Source: an optimization exercise on an open RTL-to-GDS flow (aim: small area, a short achievable clock period and few clock cycles per item). Production flows keep margins and buffers that such runs may drop. Only simulation tests tie the RTL to the original design; equivalence was not proved. Power figures rest on the tool's default switching activity, not on a simulated workload.

## harbor
==> flow/design.v <==
module multicycle_datapath #(
  parameter logic [31:0] RESET_PC         = 32'h0000_0000,
  parameter bit          HALT_ON_MISALIGN = 1'b1
) (
  input  logic        Clk,
  input  logic        Rst,
  output logic        MemReq,
  output logic        MemWe,
  output logic [31:0] MemAddr,
  output logic [31:0] MemWData,
  input  logic [31:0] MemRData,
  input  logic        MemAck,
  output logic [31:0] PCOut,
  output logic        InstrRetired,
  output logic        Halted
);
  localparam logic [5:0] OP_RTYPE = 6'h00, OP_J  = 6'h02, OP_JAL = 6'h03, OP_BEQ = 6'h04;
  localparam logic [5:0] OP_ADDI  = 6'h08, OP_LW = 6'h23, OP_SW  = 6'h2B;
  localparam logic [5:0] F_JR  = 6'h08, F_ADD = 6'h20, F_SUB = 6'h22;
  localparam logic [5:0] F_AND = 6'h24, F_OR  = 6'h25, F_SLT = 6'h2A;
  logic        halted, ret_q;
  logic [31:2] fpc;                  
  logic [31:2] maddr;                
  logic        d_valid;              
  logic [31:0] d_ir;
  logic [31:2] d_pc4;
  logic        b_valid;              
  logic [31:0] b_ir;
  logic        x_valid, x_mph;       
  logic [31:0] x_a, x_b;
  logic [15:0] x_imm;
  logic [31:2] x_tgt;                
  logic        x_inv;
  logic        x_sum, x_and, x_or, x_slt, x_link;
  logic        x_lw, x_sw, x_jr, x_ill, x_wen;
  logic        x_bl;                 
  logic [4:0]  x_wa;
  logic        w_en;                 
  logic [4:0]  w_a;
  logic [31:0] w_d;
  logic [31:0] rf [1:31];
  logic [31:1] rf_v;
  logic [31:0] fa, fb, bop, sum, addr, res, res_o;
  logic [32:0] sum33;
  logic        slt, eq, x_live, x_halt, x_mem, x_fin, x_enter_m, taken, early, x_take, adv, fetch;
  assign fa   = x_a;
  assign fb   = x_b;
  assign bop   = fb ^ {32{x_inv}};
  assign sum33 = {fa, 1'b1} + {bop, x_inv};
  assign sum   = sum33[32:1];
  assign addr  = fa + {{16{x_imm[15]}}, x_imm};
  assign slt   = (fa[31] != fb[31]) ? fa[31] : sum[31];
  assign eq    = (fa == fb);
  assign res_o = ({32{x_and}}  & (fa & fb)) |
                 ({32{x_or}}   & (fa | fb)) |
                 ({32{x_slt}}  & {31'b0, slt}) |
                 ({32{x_link}} & fb);
  assign res   = x_sum ? sum : res_o;
  assign x_mem     = x_lw | x_sw;
  assign x_live    = x_valid & ~halted;
  assign x_halt    = x_live & ~x_mph &
                     (x_ill |
                      (HALT_ON_MISALIGN && x_jr  && fa[1:0] != 2'b00) |
                      (HALT_ON_MISALIGN && x_mem && (fa[1:0] + x_imm[1:0]) != 2'b00));
  assign x_fin     = x_live & ~x_halt & (x_mph | ~x_mem);
  assign x_enter_m = x_live & ~x_halt & ~x_mph & x_mem;
  assign taken     = x_live & ~x_halt & ~x_mph & ((x_jr & ~eq) | (x_bl & eq));
  assign adv    = MemAck & ~halted;
  assign x_take = adv & (~x_valid | x_fin);
  logic [31:0] wd_n;                 
  assign wd_n   = x_mph ? MemRData : res;
  assign fetch  = ~(x_valid & x_mph);
  assign MemReq       = ~halted;
  assign MemWe        = x_valid & x_mph & x_sw;
  assign MemAddr      = {maddr, 2'b00};
  assign MemWData     = x_b;
  assign PCOut        = {x_tgt, 2'b00};
  assign Halted       = halted;
  assign InstrRetired = ret_q;
  logic [5:0]  op, fn;
  logic [4:0]  rs, rt, rd;
  logic        is_r, r_add, r_sub, r_and, r_or, r_slt, r_jr, r_alu;
  logic        i_addi, i_lw, i_sw, i_beq, i_j, i_jal, legal;
  logic [31:0] rd_a, rd_b, ra, rb;
  logic [4:0]  d_wa;
  logic        d_wen;
  assign op = d_ir[31:26];
  assign fn = d_ir[5:0];
  assign rs = d_ir[25:21];
  assign rt = d_ir[20:16];
  assign rd = d_ir[15:11];
  assign is_r   = (op == OP_RTYPE);
  assign r_add  = is_r && fn == F_ADD;
  assign r_sub  = is_r && fn == F_SUB;
  assign r_and  = is_r && fn == F_AND;
  assign r_or   = is_r && fn == F_OR;
  assign r_slt  = is_r && fn == F_SLT;
  assign r_jr   = is_r && fn == F_JR;
  assign r_alu  = r_add | r_sub | r_and | r_or | r_slt;
  assign i_addi = (op == OP_ADDI);
  assign i_lw   = (op == OP_LW);
  assign i_sw   = (op == OP_SW);
  assign i_beq  = (op == OP_BEQ);
  assign i_j    = (op == OP_J);
  assign i_jal  = (op == OP_JAL);
  assign legal  = r_alu | r_jr | i_addi | i_lw | i_sw | i_beq | i_j | i_jal;
  assign d_wa  = r_alu ? rd : (i_jal ? 5'd31 : rt);
  assign d_wen = ((r_alu | i_addi | i_lw) & (d_wa != 5'd0)) | i_jal;
  always_comb begin
    rd_a = 32'h0;
    rd_b = 32'h0;
    for (int i = 1; i < 32; i++) begin
      rd_a = rd_a | ({32{rs == 5'(i) && rf_v[i]}} & rf[i]);
      rd_b = rd_b | ({32{rt == 5'(i) && rf_v[i]}} & rf[i]);
    end
  end
  assign ra = (w_en && w_a == rs) ? w_d : rd_a;
  assign rb = (w_en && w_a == rt) ? w_d : rd_b;
  logic hz_a, hz_b, d_same;
  assign hz_a    = x_valid & x_wen & (x_wa == rs);
  assign hz_b    = x_valid & x_wen & (x_wa == rt);
  assign d_same  = (rs == rt);
  logic        d_nreg;
  assign d_nreg  = i_addi | i_jal | r_jr;
  logic [31:0] d_bk;                 
  assign d_bk    = i_addi ? {{16{d_ir[15]}}, d_ir[15:0]} :
                   i_jal  ? {d_pc4, 2'b00} : {fpc, 2'b00};
  logic d_far;                       
  assign d_far   = (d_ir[15:0] != 16'h0);
  logic [31:2] d_tgt;
  assign d_tgt   = d_pc4 + {{14{d_ir[15]}}, d_ir[15:0]};
  assign early   = x_take & d_valid & ~taken & i_beq & d_far & d_same;
  logic [31:0] fw;
  logic [31:2] fpc1, pred;
  assign fw   = b_valid ? b_ir : MemRData;
  assign fpc1 = fpc + 30'd1;
  assign pred = rf_v[31] ? rf[31][31:2] : 30'd0;
  logic [31:2] fnext;
  assign fnext = (fw[31:27] == 5'b00001) ? {fpc1[31:28], fw[25:0]} :
                 (fw[31:26] == OP_RTYPE && fw[5:0] == F_JR) ? pred : fpc1;
  always_ff @(posedge Clk) begin
    if (!Rst) begin
      halted  <= 1'b0;
      ret_q   <= 1'b0;
      fpc     <= RESET_PC[31:2];
      maddr   <= RESET_PC[31:2];
      d_valid <= 1'b0;
      b_valid <= 1'b0;
      x_valid <= 1'b0;
      x_mph   <= 1'b0;
      w_en    <= 1'b0;
    end else begin
      ret_q <= adv & x_fin;
      if (adv & x_halt) halted <= 1'b1;
      if (adv) begin
        if (taken || early) begin
          d_valid <= 1'b0;
          b_valid <= 1'b0;
          fpc     <= taken ? (x_jr ? fa[31:2] : x_tgt) : d_tgt;
          maddr   <= taken ? (x_jr ? fa[31:2] : x_tgt) : d_tgt;
        end else if (x_take || !d_valid) begin
          if (b_valid || fetch) begin
            d_valid <= 1'b1;
            d_ir    <= fw;
            d_pc4   <= fpc1;
            fpc     <= fnext;
            maddr   <= fnext;
          end else begin
            d_valid <= 1'b0;
            maddr   <= fpc;
          end
          b_valid <= 1'b0;
        end else begin
          if (fetch && !b_valid) begin
            b_valid <= 1'b1;
            b_ir    <= MemRData;
          end
          maddr <= fpc;
        end
        if (x_enter_m) maddr <= addr[31:2];
        if (x_take) begin
          x_valid <= d_valid & ~taken;
          x_mph   <= 1'b0;
          x_a     <= (hz_a & ~x_mph) ? res : (hz_a ? MemRData : ra);
          x_b     <= (hz_b & ~d_nreg & ~x_mph) ? res :
                     (hz_b & ~d_nreg) ? MemRData : (d_nreg ? d_bk : rb);
          x_bl    <= i_beq & d_far & ~d_same;
          x_inv   <= r_sub | r_slt;
          x_imm   <= d_ir[15:0];
          x_tgt   <= i_beq ? d_pc4 + {{14{d_ir[15]}}, d_ir[15:0]} : d_pc4;
          x_sum   <= r_add | r_sub | i_addi;
          x_and   <= r_and;
          x_or    <= r_or;
          x_slt   <= r_slt;
          x_link  <= i_jal;
          x_lw    <= i_lw;
          x_sw    <= i_sw;
          x_jr    <= r_jr;
          x_ill   <= ~legal;
          x_wen   <= d_wen;
          x_wa    <= d_wa;
        end else if (x_enter_m) begin
          x_mph <= 1'b1;
        end
      end
      w_en <= x_fin & x_wen;
    end
  end
  always_ff @(posedge Clk) begin
    if (!Rst) rf_v <= '0;
    else if (w_en) rf_v[w_a] <= 1'b1;
  end
  always_ff @(posedge Clk) begin
    if (w_en) rf[w_a] <= w_d;
  end
  always_ff @(posedge Clk) begin
    w_a <= x_wa;
    w_d <= wd_n;
  end
endmodule
export LEC_CHECK = 0
export CAP_MARGIN = 20
export CORE_MARGIN = 2
export CORE_UTILIZATION = 40
export SETUP_SLACK_MARGIN = 4.3
export SLEW_MARGIN = 20
create_clock -name core_clock -period 8.0 [get_ports {Clk}]
run.sh (not shown) runs the stock make flow with config.mk's settings and CLKGATE_MAP_FILE= SYNTH_SCRIPT=/design/flow/synth_recipe.tcl, a recipe that flattens the netlist after the stock synthesis.
harbor: no failed stages, no open violations at the end
Testbench counts of harbor, summed over its fixed seeds: cycles 45,262, instrs 33,277.
For juniper, these inputs were changed with respect to harbor:
# harbor
export LEC_CHECK = 0
export CAP_MARGIN = 20
export CORE_MARGIN = 2
export CORE_UTILIZATION = 40
export SETUP_SLACK_MARGIN = 4.3
export SLEW_MARGIN = 20
create_clock -name core_clock -period 8.0 [get_ports {Clk}]
# juniper
export LEC_CHECK = 0
export CAP_MARGIN = 20
export CORE_MARGIN = 2
export CORE_UTILIZATION = 40
export SETUP_SLACK_MARGIN = 4.5
export SLEW_MARGIN = 20
create_clock -name core_clock -period 8.0 [get_ports {Clk}]
Results
- The core of juniper is more densely filled than that of harbor.
- The lower worst hold slack after final layout came out of juniper.
- juniper against harbor; number of non-clock buffers is up by more than a quarter.
- The detailed-routing iteration count for the pre-antenna-repair pass in juniper was lower than what harbor gave.
- juniper vs harbor: total met2 wirelength after detailed routing up
- From juniper to harbor, sequential cell count did not move at all.
- The combinational share of power number comes out lower for harbor vs juniper.
- juniper against harbor; number of filler cells placed in the layout is down slightly.

[separate check: timing with driven ports]
The flow's constraints put no driver on any port. The routed layouts listed below were extracted and timed again, unchanged, in two steps.
Step 1 assumes that a clkbuf_16 drives the clock port and a buf_2 every other input.
Step 2 adds t to the input delays and takes it off the output delays; t is the mean of the earliest and latest rising clock arrival at the registers after step 1. Input paths then give back, and output paths get back, about the clock's delay inside the block.
a / b / c = ideal ports / drivers / drivers and shift; a / b = the first two.
| run | t (ns) | setup WS [ns] | hold WS [ns] | worst setup path after step 2 | worst data-port slew with drivers (ns) |
|---|---|---|---|---|---|
| harbor | 0.913 | 3.994 / 3.994 / 3.443 | 0.476 / 0.476 / 0.476 | input to register | 0.17 |
| juniper | 0.898 | 4.196 / 4.196 / 3.361 | 0.459 / 0.459 / 0.459 | input to register | 0.06 |
After both steps every run listed still meets setup and hold. The setup slack of juniper, which loses most, moves by 0.000 ns with the drivers and by -0.835 ns with both steps.
